This is an optimization exercise on Yosys and OpenROAD, whose aim is small area, a short achievable clock period and few clock cycles per item, not a production implementation. The RTL was checked by simulation tests, not by an equivalence proof against the original design. Power figures rest on the tool's default switching activity, not on a simulated workload.

==> flow/design.v <==
`default_nettype none
module sprite_fa (
  input  wire  x,
  input  wire  y,
  input  wire  z,
  output logic s,
  output logic c
);
  assign s = x ^ y ^ z;
  assign c = (x & y) | (x & z) | (y & z);
endmodule
module sprite_ha (
  input  wire  x,
  input  wire  y,
  output logic s,
  output logic c
);
  assign s = x ^ y;
  assign c = x & y;
endmodule
`default_nettype wire
`default_nettype none
module sprite_line_engine #(
  parameter int SPRITE_COUNT = 128
) (
  input  wire         clk,
  input  wire         rst_n,
  input  wire         line_start,
  input  wire  [7:0]  line_y,
  output logic        line_busy,
  output logic        param_en,
  output logic [7:0]  param_addr,
  input  wire  [31:0] param_data,
  output logic        tile_en,
  output logic [15:0] tile_addr,
  input  wire  [7:0]  tile_data,
  output logic        pal_en,
  output logic [9:0]  pal_addr,
  input  wire  [31:0] pal_data,
  output logic        line_bank,
  output logic        line_re,
  output logic [8:0]  line_raddr,
  input  wire  [31:0] line_rdata,
  output logic        line_we,
  output logic [8:0]  line_waddr,
  output logic [31:0] line_wdata
);
  logic        start_ok;
  logic [7:0]  cur_y;
  logic        rd_w0;
  logic        rd_w1;
  logic        paused;
  logic        w0q_v;
  logic        w0q_en;
  logic [1:0]  w0q_size;
  logic [3:0]  w0q_oyz;
  logic        w0q_held;
  logic [6:0]  w0q_idx;
  logic [8:0]  oy_full;
  logic        covers;
  logic        dec_go;
  logic        dec_block;
  logic        scan_done;
  logic        slot_empty;
  logic        w0_cap;
  logic        filling;
  logic        q_full;
  logic        q_conf;
  logic [1:0]  q_size;
  logic [8:0]  q_x;
  logic [5:0]  q_oy;
  logic [3:0]  q_tile_bank;
  logic [5:0]  q_tile_idx;
  logic        q_pal_mode;
  logic [1:0]  q_pal_bank;
  logic [3:0]  q_pal_no;
  logic        q_pop;
  logic [8:0]  gap;
  logic [5:0]  rem;
  logic [8:0]  cur_x;
  logic [1:0]  cur_size;
  logic [8:0]  cur_last;
  logic [5:0]  tile_base;
  logic        v1, v3, v4, v5;
  logic        f0, f1, f2, f3, f4, f5;
  logic [6:0]  p1;
  logic        pipe_busy;
  logic [31:0] src;
  logic [31:0] dst;
  logic [15:0] cs_s [3];
  logic [15:0] cs_c [3];
  logic        cs_k [3];
  logic [7:0]  alpha_q;
  assign start_ok = line_start && !line_busy;
  always_ff @(posedge clk) begin
    if (!rst_n) begin
      line_busy <= 1'b0;
    end else if (start_ok) begin
      line_busy <= 1'b1;
    end else if (scan_done && slot_empty && !pipe_busy) begin
      line_busy <= 1'b0;
    end
  end
  assign oy_full = {1'b0, cur_y} - {1'b0, param_data[7:0]};
  always_comb begin
    case (w0q_size)
      2'd0:    covers = (w0q_oyz == 4'b1000);
      2'd1:    covers = (w0q_oyz[3:1] == 3'b100);
      2'd2:    covers = (w0q_oyz[3:2] == 2'b10);
      default: covers = w0q_oyz[3];
    endcase
    covers = covers && w0q_en && w0q_v;
  end
  assign w0q_idx   = param_addr[7:1] - 7'd2;
  assign dec_go    = covers && w0q_held;
  assign dec_block = covers && !w0q_held;
  assign scan_done = !(param_en || rd_w0 || rd_w1 || w0q_v || paused);
  always_ff @(posedge clk) begin
    if (!rst_n) begin
      param_en   <= 1'b0;
      param_addr <= 8'd0;
      rd_w0      <= 1'b0;
      rd_w1      <= 1'b0;
      w0q_v      <= 1'b0;
      paused     <= 1'b0;
    end else begin
      rd_w1 <= param_en && param_addr[0];
      if (start_ok) begin
        param_en   <= 1'b1;
        param_addr <= 8'd0;
      end else if (dec_go) begin
        param_en   <= 1'b1;
        param_addr <= {w0q_idx, 1'b1};
        rd_w0      <= 1'b0;
        w0q_v      <= 1'b0;
      end else if (dec_block) begin
        param_en   <= 1'b0;
        param_addr <= {w0q_idx, 1'b0};
        paused     <= 1'b1;
        rd_w0      <= 1'b0;
        w0q_v      <= 1'b0;
      end else if (paused) begin
        if (slot_empty) begin
          param_en <= 1'b1;
          paused   <= 1'b0;
        end
      end else begin
        rd_w0      <= param_en && !param_addr[0];
        w0q_v      <= rd_w0;
        param_addr <= param_addr + (param_addr[0] ? 8'd1 : 8'd2);
        if (param_en && param_addr[7:1] == 7'd127) begin
          param_en <= 1'b0;
        end
      end
    end
  end
  assign w0_cap = slot_empty && !dec_go;
  always_ff @(posedge clk) begin
    if (start_ok) begin
      cur_y <= line_y;
    end
    w0q_en   <= param_data[31];
    w0q_size <= param_data[25:24];
    w0q_oyz  <= {(oy_full[8:6] == 3'd0), oy_full[5:3]};
    w0q_held <= w0_cap;
  end
  assign slot_empty = !(filling || q_full);
  assign gap = cur_last - q_x;
  always_ff @(posedge clk) begin
    if (!rst_n) begin
      filling <= 1'b0;
      q_full  <= 1'b0;
    end else begin
      if (dec_go) begin
        filling <= 1'b1;
      end else if (rd_w1) begin
        filling <= 1'b0;
      end
      if (rd_w1) begin
        q_full <= 1'b1;
      end else if (q_pop) begin
        q_full <= 1'b0;
      end
    end
  end
  always_ff @(posedge clk) begin
    if (w0_cap) begin
      q_size <= param_data[25:24];
      q_x    <= param_data[16:8];
      q_oy   <= oy_full[5:0];
    end
    if (dec_go) begin
      q_conf <= (gap[8:2] == 7'd0);
    end
    if (rd_w1) begin
      q_tile_bank <= param_data[31:28];
      q_tile_idx  <= param_data[21:16];
      q_pal_mode  <= param_data[6];
      q_pal_bank  <= param_data[5:4];
      q_pal_no    <= param_data[3:0];
    end
  end
  assign line_bank = cur_y[0];
  assign line_re   = pal_en;
  assign pipe_busy = tile_en || v1 || pal_en || v3 || v4 || v5;
  assign q_pop = (rem == 6'd0) && q_full && !(q_conf && (tile_en || v1 || pal_en || v3));
  assign cur_last = cur_x + {1'b0, 8'((8'd8 << cur_size) - 8'd1)};
  assign tile_base = q_tile_idx + 6'(q_oy[5:3] << q_size);
  always_ff @(posedge clk) begin
    if (!rst_n) begin
      rem     <= '0;
      tile_en <= 1'b0;
      v1      <= 1'b0;
      pal_en  <= 1'b0;
      v3      <= 1'b0;
      v4      <= 1'b0;
      v5      <= 1'b0;
      line_we <= 1'b0;
    end else begin
      if (rem != 6'd0) begin
        rem     <= rem - 6'd1;
        tile_en <= 1'b1;
      end else if (q_pop) begin
        rem     <= 6'((8'd8 << q_size) - 8'd1);
        tile_en <= 1'b1;
      end else begin
        tile_en <= 1'b0;
      end
      v1      <= tile_en;
      pal_en  <= v1;
      v3      <= pal_en;
      v4      <= v3;
      v5      <= v4;
      line_we <= v5;
    end
  end
  always_ff @(posedge clk) begin
    if (rem == 6'd0 && q_pop) begin
      tile_addr <= {q_tile_bank, tile_base, q_oy[2:0], 3'd0};
      cur_x     <= q_x;
      cur_size  <= q_size;
    end else begin
      tile_addr[2:0]  <= tile_addr[2:0] + 3'd1;
      tile_addr[11:6] <= tile_addr[11:6] + 6'(tile_addr[2:0] == 3'd7);
    end
    f0 <= (rem == 6'd0) && q_pop;
    f1 <= f0;
    f2 <= f1;
    f3 <= f2;
    f4 <= f3;
    f5 <= f4;
    if (f0) begin
      p1 <= {q_pal_mode, q_pal_bank, q_pal_no};
    end
    pal_addr   <= {p1[5:4], p1[6] ? {p1[3:0], tile_data[3:0]} : tile_data};
    line_raddr <= f1 ? cur_x : line_raddr + 9'd1;
    line_waddr <= f5 ? cur_x : line_waddr + 9'd1;
    src <= pal_data;
    dst <= line_rdata;
  end
  logic [7:0] a;
  logic       a_zero;
  logic       a_full;
  logic       a_edge;
  assign a      = src[31:24];
  assign a_edge = a_zero || a_full;
  always_ff @(posedge clk) begin
    a_zero <= (pal_data[31:24] == 8'h00);
    a_full <= (pal_data[31:24] == 8'hff);
  end
  for (genvar c = 0; c < 3; c++) begin : g_ch
    logic [7:0] m0, m1, m2, m3, m4, m5, m6, m7;
    logic w1, w2, w3, w4, w5, w6, w7, w8, w9, w10, w11, w12, w13, w14, w15, w16, w17, w18, w19, w20, w21, w22, w23, w24, w25, w26, w27, w28, w29, w30, w31, w32, w33, w34, w35, w36, w37, w38, w39, w40, w41, w42, w43, w44, w45, w46, w47, w48, w49, w50, w51, w52, w53, w54, w55, w56, w57, w58, w59, w60, w61, w62, w63, w64, w65, w66, w67, w68, w69, w70, w71, w72, w73, w74, w75, w76, w77, w78, w79, w80, w81, w82, w83, w84;
    assign m0 = a[0] ? src[8*c +: 8] : dst[8*c +: 8];
    assign m1 = a[1] ? src[8*c +: 8] : dst[8*c +: 8];
    assign m2 = a[2] ? src[8*c +: 8] : dst[8*c +: 8];
    assign m3 = a[3] ? src[8*c +: 8] : dst[8*c +: 8];
    assign m4 = a[4] ? src[8*c +: 8] : dst[8*c +: 8];
    assign m5 = a[5] ? src[8*c +: 8] : dst[8*c +: 8];
    assign m6 = a[6] ? src[8*c +: 8] : dst[8*c +: 8];
    assign m7 = a[7] ? src[8*c +: 8] : dst[8*c +: 8];
    if (1) begin : g_tree
      sprite_ha u_w1 (.x(m1[5]), .y(m2[4]), .s(w1), .c(w2));
      sprite_fa u_w3 (.x(m1[6]), .y(m2[5]), .z(m3[4]), .s(w3), .c(w4));
      sprite_ha u_w5 (.x(m4[3]), .y(m5[2]), .s(w5), .c(w6));
      sprite_fa u_w7 (.x(m1[7]), .y(m2[6]), .z(m3[5]), .s(w7), .c(w8));
      sprite_fa u_w9 (.x(m4[4]), .y(m5[3]), .z(m6[2]), .s(w9), .c(w10));
      sprite_fa u_w11 (.x(m2[7]), .y(m3[6]), .z(m4[5]), .s(w11), .c(w12));
      sprite_ha u_w13 (.x(m1[3]), .y(m2[2]), .s(w13), .c(w14));
      sprite_fa u_w15 (.x(m1[4]), .y(m2[3]), .z(m3[2]), .s(w15), .c(w16));
      sprite_ha u_w17 (.x(m4[1]), .y(m5[0]), .s(w17), .c(w18));
      sprite_fa u_w19 (.x(m3[3]), .y(m4[2]), .z(m5[1]), .s(w19), .c(w20));
      sprite_fa u_w21 (.x(m6[0]), .y((a_edge ? m0[5] : m0[6])), .z(w1), .s(w21), .c(w22));
      sprite_fa u_w23 (.x(m6[1]), .y(m7[0]), .z(w2), .s(w23), .c(w24));
      sprite_fa u_w25 (.x((a_edge ? m0[6] : m0[7])), .y(w5), .z(w3), .s(w25), .c(w26));
      sprite_fa u_w27 (.x(m7[1]), .y(w6), .z((a_edge && m0[7])), .s(w27), .c(w28));
      sprite_fa u_w29 (.x(w4), .y(w7), .z(w9), .s(w29), .c(w30));
      sprite_fa u_w31 (.x(m5[4]), .y(m6[3]), .z(m7[2]), .s(w31), .c(w32));
      sprite_fa u_w33 (.x(w10), .y(w8), .z(w11), .s(w33), .c(w34));
      sprite_fa u_w35 (.x(m3[7]), .y(m4[6]), .z(m5[5]), .s(w35), .c(w36));
      sprite_fa u_w37 (.x(m6[4]), .y(m7[3]), .z(w12), .s(w37), .c(w38));
      sprite_fa u_w39 (.x(m4[7]), .y(m5[6]), .z(m6[5]), .s(w39), .c(w40));
      sprite_ha u_w41 (.x(m1[2]), .y(m2[1]), .s(w41), .c(w42));
      sprite_fa u_w43 (.x(m3[1]), .y(m4[0]), .z((a_edge ? m0[3] : m0[4])), .s(w43), .c(w44));
      sprite_fa u_w45 (.x(w14), .y((a_edge ? m0[4] : m0[5])), .z(w17), .s(w45), .c(w46));
      sprite_fa u_w47 (.x(w18), .y(w16), .z(w19), .s(w47), .c(w48));
      sprite_fa u_w49 (.x(w20), .y(w22), .z(w23), .s(w49), .c(w50));
      sprite_fa u_w51 (.x(w24), .y(w27), .z(w26), .s(w51), .c(w52));
      sprite_fa u_w53 (.x(w31), .y(w28), .z(w30), .s(w53), .c(w54));
      sprite_fa u_w55 (.x(w32), .y(w35), .z(w34), .s(w55), .c(w56));
      sprite_fa u_w57 (.x(m7[4]), .y(w36), .z(w39), .s(w57), .c(w58));
      sprite_fa u_w59 (.x(m5[7]), .y(m6[6]), .z(m7[5]), .s(w59), .c(w60));
      sprite_ha u_w61 (.x(m1[1]), .y(m2[0]), .s(w61), .c(w62));
      sprite_fa u_w63 (.x(m3[0]), .y((a_edge ? m0[2] : m0[3])), .z(w41), .s(w63), .c(w64));
      sprite_fa u_w65 (.x(w42), .y(w13), .z(w43), .s(w65), .c(w66));
      sprite_fa u_w67 (.x(w15), .y(w44), .z(w45), .s(w67), .c(w68));
      sprite_fa u_w69 (.x(w46), .y(w21), .z(w47), .s(w69), .c(w70));
      sprite_fa u_w71 (.x(w48), .y(w25), .z(w49), .s(w71), .c(w72));
      sprite_fa u_w73 (.x(w29), .y(w50), .z(w51), .s(w73), .c(w74));
      sprite_fa u_w75 (.x(w33), .y(w52), .z(w53), .s(w75), .c(w76));
      sprite_fa u_w77 (.x(w37), .y(w54), .z(w55), .s(w77), .c(w78));
      sprite_fa u_w79 (.x(w38), .y(w57), .z(w56), .s(w79), .c(w80));
      sprite_fa u_w81 (.x(w40), .y(w59), .z(w58), .s(w81), .c(w82));
      sprite_fa u_w83 (.x(m6[7]), .y(m7[6]), .z(w60), .s(w83), .c(w84));
    end
    logic [6:0] lo;
    assign lo = {1'b0, w66, w64, w62, w61, m1[0], (!a_edge && m0[0])} + {1'b0, w67, w65, w63, (a_edge ? m0[1] : m0[2]), (a_edge ? m0[0] : m0[1]), 1'b0};
    always_ff @(posedge clk) begin
      cs_k[c] <= lo[6];
      cs_s[c] <= {1'b0, w84, w82, w80, w78, w76, w74, w72, w70, w68, 1'b0, 1'b0, 1'b0, 1'b0, 1'b0, 1'b0};
      cs_c[c] <= {1'b0, m7[7], w83, w81, w79, w77, w75, w73, w71, w69, 1'b0, 1'b0, 1'b0, 1'b0, 1'b0, 1'b0};
    end
  end
  always_ff @(posedge clk) begin
    if (a_full) begin
      alpha_q <= 8'hff;
    end else if (a_zero) begin
      alpha_q <= dst[31:24];
    end else begin
      alpha_q <= 8'(({1'b0, dst[31:24]} + {1'b0, a}) >> 1);
    end
  end
  always_ff @(posedge clk) begin
    for (int c = 0; c < 3; c++) begin
      logic [15:0] sum;
      sum = cs_s[c] + cs_c[c] + {9'd0, cs_k[c], 6'd0};
      line_wdata[8*c +: 8] <= sum[15:8];
    end
    line_wdata[31:24] <= alpha_q;
  end
endmodule
`default_nettype wire
==> flow/flow/run.sh <==
#!/bin/bash
# Standard layout, with repair_timing asked for extra setup margin and the port buffers
# made with a plain buffer; each tool's output goes to flow_standard.log here.
set -euo pipefail
export SETUP_SLACK_MARGIN=6.7
export BUFFER_PORTS_ARGS="-buffer_cell sky130_fd_sc_hd__buf_1"
bash standard.sh > flow_standard.log 2>&1
==> flow/standard.sh <==
#!/bin/bash
# synth_recipe.tcl (not shown) runs the flow's synth.tcl, then flattens the netlist and writes it again
# the make line also repeats each setting of config.mk as NAME=value (left out here)
make -C /OpenROAD-flow-scripts/flow DESIGN_CONFIG=/design/flow/config.mk WORK_HOME=/design/flow/orfs CLKGATE_MAP_FILE= SYNTH_SCRIPT=/design/flow/synth_recipe.tcl "${@:-finish}"
==> flow/config.mk <==
export PLATFORM = sky130hd
export DESIGN_NAME = sprite_line_engine
export DESIGN_NICKNAME = sprite_line_engine
export VERILOG_FILES = /design/flow/design.v
export SDC_FILE = /design/flow/constraint.sdc
export NUM_CORES = 4
export LEC_CHECK = 0
export CAP_MARGIN = 20
export CORE_MARGIN = 2
export CORE_UTILIZATION = 60
export CTS_CLUSTER_DIAMETER = 150
export CTS_CLUSTER_SIZE = 24
export PLACE_DENSITY = 0.7
export SLEW_MARGIN = 20
export SYNTH_HIERARCHICAL = 1
export SYNTH_MINIMUM_KEEP_SIZE = 0
==> flow/constraint.sdc <==
create_clock -name core_clock -period 10.0 [get_ports {clk}]
set_input_delay 2.0000 -clock core_clock [delete_from_list [all_inputs] [get_ports {clk}]]
set_output_delay 2.0000 -clock core_clock [all_outputs]
set_load 0.01 [all_outputs]
==> results.txt, run 1 <==
- TritonCTS buffer count: 16
- In this run, post-CTS hold repair placed 0 buffers.
* Vias after detailed routing: 10098
* Die Area: approximately 28000 um^2
- The total overflow left after global routing is 0.
- NumNets Final: 1812
- The mapped netlist covers between 15000 and 20000 um^2.
- Placer congestion estimate: 0.8272
* Placed cell areas: between 15000 and 20000 um^2
- Compared with the post-synthesis result, the final layout area differs by 10.09%.
* Share of the clock period used by the worst path after layout: 0.3201
- RSZ-0062 raised after global routing: true
* Least-Margin Pin Slew: 913.8 ps
- Entering global routing, the biggest net connects 29 pins.
* Design Area, Final: ~18000 um^2
* TNS Setup: 0 ps
- Yosys warning total: 10
- Wire length of the first global-routing pass: roughly 52 mm
- FFs w/ async S/R, synth: 0
* Startpoint-to-endpoint class of the critical path: flip-flop to flip-flop
- Number of enable flip-flop cells after synthesis: 68
- Most frequently used flop master after synthesis: dfxtp_1
- Buffer depth of the longest clock path: 3
- Setup violations remaining at the end of the flow were counted as 0.
* Vias/cell: approximately 5.6
- Hold Crit Class: flip-flop to flip-flop
- The tightest hold path in the finished design has a slack of 330.5 ps.
- The floorplan step set the die height to 168.0 um.
- Startpoint type of the worst setup path: flip-flop
* Required time at the worst-slack endpoint: 10380 ps
* DR WL/cell: 17.51 um
- The floorplan step set the die width to 168.0 um.
* Inst Count DP: 1782
* Mean cell area of the mapped netlist: 12.70 um^2
* Routed wire length: 31.64 mm
- CTS tree: done
- Counting distinct cell types in the post-synthesis netlist gives 58.
- In the global route stage, met1 resource usage came out at 0.3148.
* Largest voltage drop on the vdd net: 0.1598 mV
- In this run the count of I/O pins placed on the die edge is 206.
- P_leak: between 7 and 8 nW
- Number of core rows: 60
- Sequential share of the synthesized area: 0.4279
- DRC marker count from the first detailed-route iteration: 473
* Vias in the first global route: 10446
* Register bit count reported by yosys: 311
* Final max-slew violation count: 0
* Core area: between 20000 and 30000 um^2
- Final number of hold-violating endpoints: 0
- Clock-pin slew was measured on the worst setup and hold paths at approximately 90 ps.
* Clock period minus worst slack: 3201 ps
* GRT Total Usage: 0.2286
- Along the worst path, the maximum fanout reaches 16.
- CTS placed an instance of clkbuf_16 at the clock tree root.
- Starting density of the core: 0.6057
* Most common library cell in the layout ignoring fill and taps: dfxtp_1
- Setup skew after layout: 12.17 ps
* Global Route met2 Usage: 0.3802
* Most used routing layer: met2
- In this run the number of H-tree levels came out at 1.
- Max-Slew Margin vs Limit: 0.3900
- Post-route ant nets: 0
- Worst setup slack after placement: between 6000 and 7000 ps
- The tool flagged a number of max-cap violations equal to 0.
* Number of antenna violations at the first check in global routing: 2
- Run status: complete, no violations
- Post-Syn Instances: 1271
- During placement, the flow inserted port buffers numbering 201.
- At the later pin of the worst-skew pair, clock insertion delay measures 510 ps.
* DPL Wire Length: 23.53 mm
- In the layout the commonest cells are dfxtp_1, buf_1, mux2_2, ha_1, fa_1.
* Share of final-layout standard cells stronger than drive strength 1: 0.1666
- Total number of clock tree sinks: 311
- Excluding fillers, the count of instances in the completed layout stands at 1807.
- Net count after synthesis: ~1600
- Met3 Track Usage GR: 0.04584
* Worst path arrival time: 3580 ps
- Number of remaining DRC errors: 0
- Across all setup checks in the final design, the least slack found is 6799 ps.
- For this design the ratio of total power to cell area is 219.2 nW/um^2.
- Number of detailed-routing iterations run before antenna repair: 5
- Static timing analysis puts the maximum clock frequency at 0.3124 GHz.
- Critical path capture point type: flip-flop
-- final cells by class --
| type | instances | area [um^2] |
|---|---|---|
| multi-input cells | 868 | 8927 |
| inverters | 51 | 191.4 |
| well taps | 341 | 426.7 |
| fillers | 2067 | 8880 |
| clock buffers | 21 | 419.2 |
| flip-flops and latches | 311 | 6922 |
| diodes | 1 | 2.502 |
| repair buffers | 212 | 848.3 |
| clock inverters | 2 | 33.78 |
-- sequential cells by signal, summed over array words and instances, names as in the netlist, 7 cells and up --
register and count:
cs_s 27, cur_x 9, line_raddr 9, p1 7, alpha_q 8, line_waddr 9, src 32, dst 32
line_wdata 32, cur_y 8, cs_c 27, q_x 9, param_addr 8, pal_addr 10, tile_addr 16
-- final timing paths --
path / start / to / slack (ps) / depth (start not counted)
max: src[29]$_DFF_P_ / cs_c[2][9]$_DFF_P_ / 6800 / 6
min: alpha_q[4]$_SDFF_PP1_ / line_wdata[28]$_DFF_P_ / 330 / 0
min reg2reg: alpha_q[4]$_SDFF_PP1_ / line_wdata[28]$_DFF_P_ / 330 / 0
max reg2reg: src[29]$_DFF_P_ / cs_c[2][9]$_DFF_P_ / 6800 / 6
-- worst max-delay path, stage by stage (launching register included) --
cell and delay, ps:
dfxtp_2 520, buf_6 270, mux2_2 380, fa_1 500, fa_1 430, fa_1 550, fa_1 420
-- Yosys stat by module (local to each module, per instance) --
module	times used	flip-flops and latches	cells inside
sprite_ha	18	0	1
sprite_line_engine	1	311	1145
sprite_fa	108	0	1
-- report_power, final --
group	total, mW	switching [mW]	internal, mW
sequential	1.70	0.145	1.56
clock	0.702	0.390	0.313
combinational	1.49	0.769	0.722
-- per-layer routing --
| metal | vias to the layer above | share of wire | wire length, um |
|---|---|---|---|
| li1 | 4862 | - | - |
| met1 | 4996 | 0.46 | 14400 |
| met2 | 209 | 0.47 | 14930 |
| met3 | 29 | 0.057 | 1811 |
| met4 | 2 | 0.015 | 479 |
| met5 | - | 0.00038 | 12 |
-- kinds of logic (layout without fill, tap and decap cells) --
family,count (synthesis),after routing,share of synthesized area
flip-flops,311,311,0.4279
AO/OA/AOI/OAI,152,152,0.05806
other,0,1,0
multiplexers,206,206,0.1552
XOR/XNOR,60,60,0.03256
buffers and inverters,92,286,0.02225
AND/OR/NAND/NOR,213,213,0.06596
adder cells (fa/ha/maj),237,237,0.2381
-- cells in the mapped netlist (10+ instances only) --
library cell	count	share of area
o21ai_0	43	0.013
mux2_2	174	0.12
nor3_1	13	0.0040
clkbuf_1	35	0.0081
fa_1	117	0.15
mux2i_1	14	0.0087
nor2b_1	16	0.0062
a21oi_1	47	0.015
edfxtp_1	68	0.13
dfxtp_1	243	0.30
ha_1	120	0.093
nand2b_1	10	0.0039
mux4_2	18	0.025
nand2_1	59	0.014
inv_1	51	0.012
nand3_1	20	0.0062
xnor2_1	32	0.017
nor2_1	51	0.012
xor2_1	28	0.015
-- metrics by stage --
stage	power (mW)	utilization
5_1_grt	4.230	0.6667
2_1_floorplan	2.845	-
3_3_place_gp	3.188	0.6478
4_1_cts	3.949	0.6652
3_5_place_dp	3.233	0.6478
6_report	3.896	0.6668
-- what timing repair did --
action                                  4_1_cts  5_1_grt
endpoints found under the setup margin       24       15
buffers inserted                              0        1
resized for setup                             6        7
hold endpoints to repair                      0        0
Testbench counts, summed over its fixed seeds: cycles 572,034, lines 768.
==> run 2, diff against run 1 <==
==> flow/flow/run.sh (replaced) <==
#!/bin/bash
# Standard layout, with repair_timing asked for extra setup margin and the port buffers
# made with a plain buffer; each tool's output goes to flow_standard.log here.
set -euo pipefail
export SETUP_SLACK_MARGIN=6.9
export BUFFER_PORTS_ARGS="-buffer_cell sky130_fd_sc_hd__buf_1"
bash standard.sh > flow_standard.log 2>&1
==> results.txt, run 2 <==
- Run status: complete, no violations
* Placed cell areas: about 17000 um^2
- FFs w/ async S/R, synth: 0
- After clock tree synthesis, the clock-pin slew on the worst setup and hold paths is 90 ps.
- The clock passes through at most 3 buffers.
- The share of total power dissipated in combinational logic is 0.385.
* Wire length of the first global-routing pass: 52.72 mm
- Power, Total: 3.917 mW
- For this run, the top clock speed supported by timing is 0.3247 GHz.
* Routed wire length: 32.41 mm
* DPL Wire Length: 23.18 mm
- The largest total area in the synthesized netlist belongs to dfxtp_1.
- Number of enable flip-flop cells after synthesis: 68
- Net count after synthesis: 1623
* Crit path cell chain: buf_6 > ha_4 > fa_2 > nor2b_2 > o31a_1 > o21ai_2 > a31oi_1 > mux2i_1 > o211a_1
- Largest net degree at the start of global routing: 29
* Cell area after technology mapping: 16140 um^2
* Least-Margin Pin Slew: ~940 ps
- Hold Crit Class: flip-flop to flip-flop
- Register area: 6948 um^2
- Across all setup checks in the final design, the least slack found is 6920 ps.
* Share of the clock period used by the worst path after layout: 0.3080
* Beginning of the worst hold path: f4$_DFF_P_
* Setup skew after layout: roughly 18 ps
- Registers with the highest flip-flop counts: dst (32), line_wdata (32), src (32)
- Top cells by count, synth: dfxtp_1, mux2_2, ha_1
- Final number of hold-violating endpoints: 0
- Finished Layout Cells: 1811
* TNS Setup: 0 ps
- In this run, post-CTS hold repair placed 0 buffers.
- Each instance of the synthesized netlist takes up on average 12.70 um^2.
- In this design, the largest share of critical-path delay is due to compound AO/OA/AOI/OAI gates.
* Inst Count DP: 1782
* Number of antenna violations at the first check in global routing: 2
* RSZ-0062 raised after global routing: true
* Synth area leaders: dfxtp_1, fa_1, edfxtp_1, mux2_2, ha_1
- The number of antenna diodes in the final layout is 0.
* DR WL/cell: between 15 and 20 um
* Required time at the worst-slack endpoint: around 10000 ps
- Post-synthesis to final-layout area growth: 11.39%
- Netlist cell types: 58
* Vias after detailed routing: 10194
- Number of core rows: 60
- In this run the worst path has a maximum fanout of 3.
- Most repeated cell in the gate-level netlist after synthesis: dfxtp_1
- Switching power total: 1.297 mW
- Most common library cell in the layout ignoring fill and taps: dfxtp_1
- Crit. Startpoint: param_data[0]
* Register bit count reported by yosys: just over 300
- P_leak: 7.143 nW
- In the global route stage, overall resource usage came out at 0.2313.
- Total number of clock tree sinks: 311
- For this run, the register share of the synthesized area comes to 0.4279.
- Max-Slew Margin vs Limit: 0.3715
- Vias/cell: 5.629
- Worst-Skew Late Latency: 510 ps
* Largest voltage drop on the vdd net: 0.1479 mV
- Of the total power, the share spent switching nets is 0.3311.
* Worst path arrival time: around 3500 ps
- For this design the top-level I/O count stands at 206.
* Delay of the slowest critical-path stage: around 360 ps
- Number of detailed-routing iterations run before antenna repair: 4
- NumNets Final: approximately 1800
- Part of the power in the clock network: 0.180
- In this run, CTS created clock tree buffers numbering 16.
- Across the run, the number of max-cap violations was 0.
* Commonest non-fill, non-tap cells in the layout: dfxtp_1, buf_1, mux2_2, ha_1, fa_1
- CTS tree: done
- WP buf/inv: 1
- The region available for standard cell placement spans between 20000 and 30000 um^2.
- Yosys printed 10 warnings.
- Die Area: 28230 um^2
- The worst setup path is captured at a flip-flop.
- Residual overflow from global routing: 0
- Top-area cell type share of the netlist area: 0.3014
- Filler instances: 2073
* Multi-input combinational cell area: approximately 9000 um^2
- Summing all non-filler instances in the final layout gives an area of 17980 um^2.
- The share of total power dissipated in sequential elements is 0.435.
- Worst setup slack after placement: 6359 ps
* Port bufs: 201
* Cell type of the slowest stage on the worst timing path: fa_2
* DRC marker count from the first detailed-route iteration: 506
* CTS H-tree depth: 1
* Startpoint-to-endpoint class of the critical path: input pin to flip-flop
* Clock period minus worst slack: 3080 ps
- Post-route ant nets: 0
- Synthesis produced a netlist whose cell count is roughly 1300.
* Clock root cell: clkbuf_16
- The initial utilization of the core area, before any placement, comes to 0.6057.
* Vias in the first global route: 10495
- Final max-slew violation count: 0
- From bottom edge to top edge, the die measures between 150 and 200 um.
- Among all flip-flop cells after synthesis, the most frequent one is dfxtp_1.
- In the final layout, the share of cells above drive strength 1 is 0.1952.
- Die Span X: 168.0 um
- Power spread over the standard cell area amounts to 217.9 nW/um^2.
* Placer congestion estimate: 0.8466
- Startpoint type of the worst setup path: input pin
- RR Startpoint: src[27]$_DFF_P_
- Number of remaining DRC errors: 0
- Final Setup Violations: 0
* P_int: 2.620 mW
## run 2: worst paths after layout
| check | cells after the start | end | slack, ps |
|---|---|---|---|
| setup / recovery | 9 | w0q_oyz[3]$_DFF_P_ | 6920 |
| hold / removal | 0 | f5$_DFF_P_ | 330 |
| setup reg to reg | 6 | cs_c[0][9]$_DFF_P_ | 6970 |
| hold reg to reg | 0 | f5$_DFF_P_ | 330 |
## run 2: what timing repair did
action	4_1_cts	5_1_grt
gates cloned	0	1
hold endpoints to repair	0	0
resized for setup	33	37
pin swaps	2	9
setup buffers	1	4
endpoints found under the setup margin	48	36
## run 2: cells by family (layout without fill, tap and decap cells)
logic type                 Yosys count  after routing  share of synthesized area
and+or+nand+nor                    213            213                    0.06596
muxes                              206            206                     0.1552
xor gates and xnor gates            60             60                    0.03256
adders and majority gates          237            237                     0.2381
DFF                                311            311                     0.4279
buffers and inverters               92            291                    0.02225
AOI/OAI and AO/OA                  152            152                    0.05806
## run 2: per-module statistics from Yosys (local to each module, per instance)
module              copies in the design  flip-flops and latches  area, um^2  cells
sprite_fa                            108                       0       20.02      1
sprite_ha                             18                       0       12.51      1
sprite_line_engine                     1                     311       13750   1145
## run 2: power by group through the flow
stage | Clock (mW) | Combinational, mW | Sequential (mW)
after floorplan | 0 | 1.11 | 1.74
after global placement | 0 | 1.47 | 1.72
after detailed placement | 0 | 1.51 | 1.73
after CTS | 0.734 | 1.53 | 1.70
after global routing | 0.772 | 1.76 | 1.73
final | 0.706 | 1.51 | 1.70
## run 2: through the flow
| step | util | hold slack [ps] |
|---|---|---|
| final | 0.6746 | 333.8 |
| after global placement | 0.6480 | 311.2 |
| after global routing | 0.6746 | 341.1 |
| after detailed placement | 0.6480 | 312.8 |
| after floorplan | - | 309.6 |
| after CTS | 0.6688 | 333.7 |
## run 2: layout make-up
| class | instances | share of cell area |
|---|---|---|
| clock buffers | 22 | 0.02470 |
| repair buffers | 217 | 0.05525 |
| clock inverters | 1 | 0.0009743 |
| flip-flops and latches | 311 | 0.3864 |
| inverters | 51 | 0.01065 |
| multi-input cells | 868 | 0.4983 |
| well taps | 341 | 0.02373 |
## run 2: worst register-to-register path, delay by kind of cell, from the launching register on
kind | cells | cell delay, ps
flip-flops | 1 | 380
multiplexers | 1 | 390
adder cells (fa/ha/maj) | 4 | 1950
buffers and inverters | 1 | 220
## run 2: layer usage
layer | global-route usage | up-vias | part of all wire
li1 | - | 4879 | -
met1 | 0.3122 | 5058 | 0.45
met2 | 0.3936 | 213 | 0.48
met3 | 0.03902 | 42 | 0.047
met4 | 0.05482 | 2 | 0.021
met5 | 0 | - | 0.00040
==> run 3, diff against run 2 <==
==> flow/flow/run.sh (replaced) <==
#!/bin/bash
# Standard layout, with repair_timing asked for extra setup margin and the port buffers
# made with a plain buffer; each tool's output goes to flow_standard.log here.
set -euo pipefail
export SETUP_SLACK_MARGIN=6.8
export BUFFER_PORTS_ARGS="-buffer_cell sky130_fd_sc_hd__buf_1"
bash standard.sh > flow_standard.log 2>&1
==> results.txt, run 3 <==
- Number of top-level pins: between 200 and 250
- Post-Syn Instances: 1271
* Combinational Power Share: 0.383
* Cell type of the slowest stage on the worst timing path: dfxtp_1
- Top cells by count, synth: dfxtp_1, mux2_2, ha_1
* Met3 Track Usage GR: 0.03479
- CTS tree: done
- P_leak: 7.038 nW
* Most used routing layer: met2
- Die Span X: 168.0 um
- Vert. Die Dim: 168.0 um
- Startpoint type of the worst setup path: flip-flop
- The kind of cell with the highest combined delay along the critical path is flip-flops.
- Summed over all nets, the switching power comes to 1.296 mW.
- Delay of the slowest critical-path stage: 450 ps
- After global routing the overflow that remains totals 0.
* Clock-pin slew on the worst setup and hold paths: 90 ps
- In this run, synthesis produced a sequential element count of 311.
- Placer congestion estimate: 0.8178
- Die Area: 28230 um^2
* Number of enable flip-flop cells after synthesis: between 60 and 70
* Final number of hold-violating endpoints: 0
* DR WL/cell: 17.47 um
- Post-route ant nets: 0
- Buffer depth of the longest clock path: 3
- Design Area, Final: 17800 um^2
* Yosys warning total: 10
- Summed over all instances, the cell type with the most area after synthesis is dfxtp_1.
* Core area: 26650 um^2
* Global Route met2 Usage: 0.3811
- Port bufs: 201
- Of the total power, registers draw 0.435.
- The total count of max-transition violations in the final report came to 0.
- Routed wire length: ~32 mm
- Of the total power, the share spent switching nets is 0.3320.
- Measured on the finished design, the core utilization comes to 0.6681.
- Power spread over the standard cell area amounts to 219.2 nW/um^2.
- Share of the clock period used by the worst path after layout: 0.3138
* Clock period minus worst slack: 3138 ps
- Required time at the worst-slack endpoint: 8000 ps
- By startpoint and endpoint, the worst setup path is classified as flip-flop to primary output.
* Crit. Startpoint: param_addr[4]$_SDFFE_PP0P_
* Registers with the highest flip-flop counts: dst (32), line_wdata (32), src (32)
* P_int: 2.607 mW
* Number of antenna violations at the first check in global routing: 2
* Grt met1 use: 0.3236
- After filler insertion, the fill cell instance count of the layout stands at 2053.
- Sequential share of the synthesized area: 0.4279
* Inst Count DP: 1782
- Setup repair after global routing could not meet its margin everywhere.
* CTS H-tree depth: 1
* Final Setup Violations: 0
- Most common library cell in the layout ignoring fill and taps: dfxtp_1
* Starting density of the core: 0.6057
* Finished Layout Cells: between 1500 and 2000
- The later pin in the worst-skew pair is clocked with a latency of 500 ps.
- DRC marker count from the first detailed-route iteration: 627
* Worst path arrival time: 1140 ps
* Post-synthesis to final-layout area growth: 10.30%
- In the post-synthesis netlist, the biggest area contributors are dfxtp_1, fa_1, edfxtp_1, mux2_2, ha_1.
- The library cells used most frequently in the layout, excluding fill and tap cells, are dfxtp_1, buf_1, mux2_2, ha_1, fa_1.
- # hold bufs at CTS: 0
* Clock root cell: clkbuf_16
* Share of final-layout standard cells stronger than drive strength 1: 0.1670
- VDD sags by at most 0.1713 mV.
- Run status: complete, no violations
* NumNets Final: 1813
- TNS Setup: 0 ps
* Net count after synthesis: 1623
- Entering global routing, the biggest net connects 29 pins.
- Wire length of the first global-routing pass: 52.43 mm
- DPL Wire Length: 23.18 mm
* TritonCTS buffer count: 16
* Netlist cell types: 58
* Max capacitance violation total: 0
- Vias in the first global route: 10290
- The share of total power dissipated in the clock network is 0.182.
- GRT Total Usage: 0.2303
* Worst-path fanout max: 6
- Averaged over all synthesized cells, the footprint is 12.70 um^2.
- Counting every sink on the clock net gives 311.
* RR Startpoint: src[26]$_DFF_P_
- Max-Slew Margin vs Limit: 0.3507
- The most common cell in the synthesized netlist is dfxtp_1.
- The share of synthesized area in the top cell type comes to 0.3014.
* Critical path capture point type: primary output
- Logic depth of the worst setup path including buffers: 1
- The critical path goes through buf_1.
- Vias/cell: 5.578
- The final route contains 10090 vias.
- After detailed routing, the number of remaining DRC violations is 0.
* Hold path depth: 0
- Most frequently used flop master after synthesis: dfxtp_1
- The path class of the tightest hold or removal check is flip-flop to flip-flop.
* Cell area after technology mapping: 16140 um^2
- Setup skew after layout: approximately 11 ps
- Fmax: 0.3187 GHz
* WP buf/inv: 1
- The worst register-to-register path has a depth of 6.
- In this run the cell area measured after placement is 17260 um^2.
- At the pin with the least slew margin, the transition time is between 900 and 1000 ps.
- In this run the most critical hold path is launched from f3$_DFF_P_.
* Number of detailed-routing iterations run before antenna repair: 7
- After floorplanning, the core was divided into 60 placement rows.
* FFs w/ async S/R, synth: 0
-- run 3: layout make-up --
class / instances / area (um^2) / share of cell area
clock buffer: 23 / 447.9 / 0.02516
inverter: 51 / 191.4 / 0.01075
clock inverter: 1 / 17.52 / 0.0009838
sequential: 311 / 6915 / 0.3884
antenna: 1 / 2.502 / 0.0001405
timing repair buffer: 213 / 863.3 / 0.04849
tap: 341 / 426.7 / 0.02396
multi-input combinational: 868 / 8940 / 0.5021
-- run 3: cells by family after synthesis --
| logic type | synth area share |
|---|---|
| flip-flops | 0.4279 |
| adder cells (fa/ha/maj) | 0.2381 |
| AND/OR/NAND/NOR | 0.06596 |
| buffers and inverters | 0.02225 |
| XOR/XNOR | 0.03256 |
| AO/OA/AOI/OAI | 0.05806 |
| multiplexers | 0.1552 |
-- run 3: power by group through the flow --
stage	Sequential (mW)	Combinational (mW)	Clock (mW)
2_1_floorplan	1.74	1.11	0
3_3_place_gp	1.72	1.47	0
3_5_place_dp	1.73	1.50	0
4_1_cts	1.70	1.52	0.737
5_1_grt	1.73	1.74	0.774
6_report	1.70	1.49	0.710
-- run 3: final timing paths --
path                                      endpoint  slack [ps]
worst max-delay path                 param_addr[4]        6860
worst min-delay path                    f4$_DFF_P_         330
worst min register to register          f4$_DFF_P_         330
worst max register to register  cs_c[1][9]$_DFF_P_        6920
-- run 3: what timing repair did --
item / 4_1_cts / 5_1_grt
buffers inserted: 1 / 1
gates resized for setup: 3 / 11
endpoints found under the setup margin: 4 / 16
pin swaps: 1 / 3
-- run 3: modules after synthesis (local to each module, per instance) --
module	flip-flops and latches	cells	area [um^2]
sprite_fa	0	1	20.02
sprite_ha	0	1	12.51
sprite_line_engine	311	1145	13750
-- run 3: metal layers --
| layer | wire length, um | up-vias |
|---|---|---|
| li1 | - | 4867 |
| met1 | 14660 | 4939 |
| met2 | 14780 | 245 |
| met3 | 1521 | 37 |
| met4 | 633 | 2 |
| met5 | 11 | - |
-- run 3: through the flow --
step                      total power, mW  worst slack, ps  hold slack (ps)
after floorplan                     2.845             6661            309.6
after global placement              3.189             6412            310.5
after detailed placement            3.231             6335            312.1
after CTS                           3.954             6819            334.9
after global routing                4.241             6773            340.0
final                               3.903             6862            332.1

[port drivers added, routing unchanged]
How much do the figures lean on ideal ports? The routed layouts below were timed once more, with nothing changed but the port constraints. Step 1, drivers: a clkbuf_16 drives clk and a buf_2 each remaining input, both assumed. Step 2 also shifts input and output timing later by t, the mid clock arrival at the registers, as if the neighbouring blocks saw the same clock. Three values: ideal, step 1, step 2; two values: the first two.
run | t (ns) | setup slack, ns | hold WS [ns] | slew at the worst register clock pin (ns) | worst data-port slew with drivers (ns)
run 1 | 0.554 | 6.799 / 6.750 / 6.372 | 0.330 / 0.330 / 0.330 | 0.10 / 0.10 | 0.07
run 2 | 0.548 | 6.920 / 6.876 / 6.385 | 0.334 / 0.334 / 0.334 | 0.10 / 0.10 | 0.07
run 3 | 0.548 | 6.862 / 6.813 / 6.372 | 0.332 / 0.332 / 0.332 | 0.10 / 0.10 | 0.07
After both steps setup and hold are still met in every run listed. For run 2, which loses most, drivers alone change the setup slack by -0.044 ns; drivers and shift together by -0.535 ns.
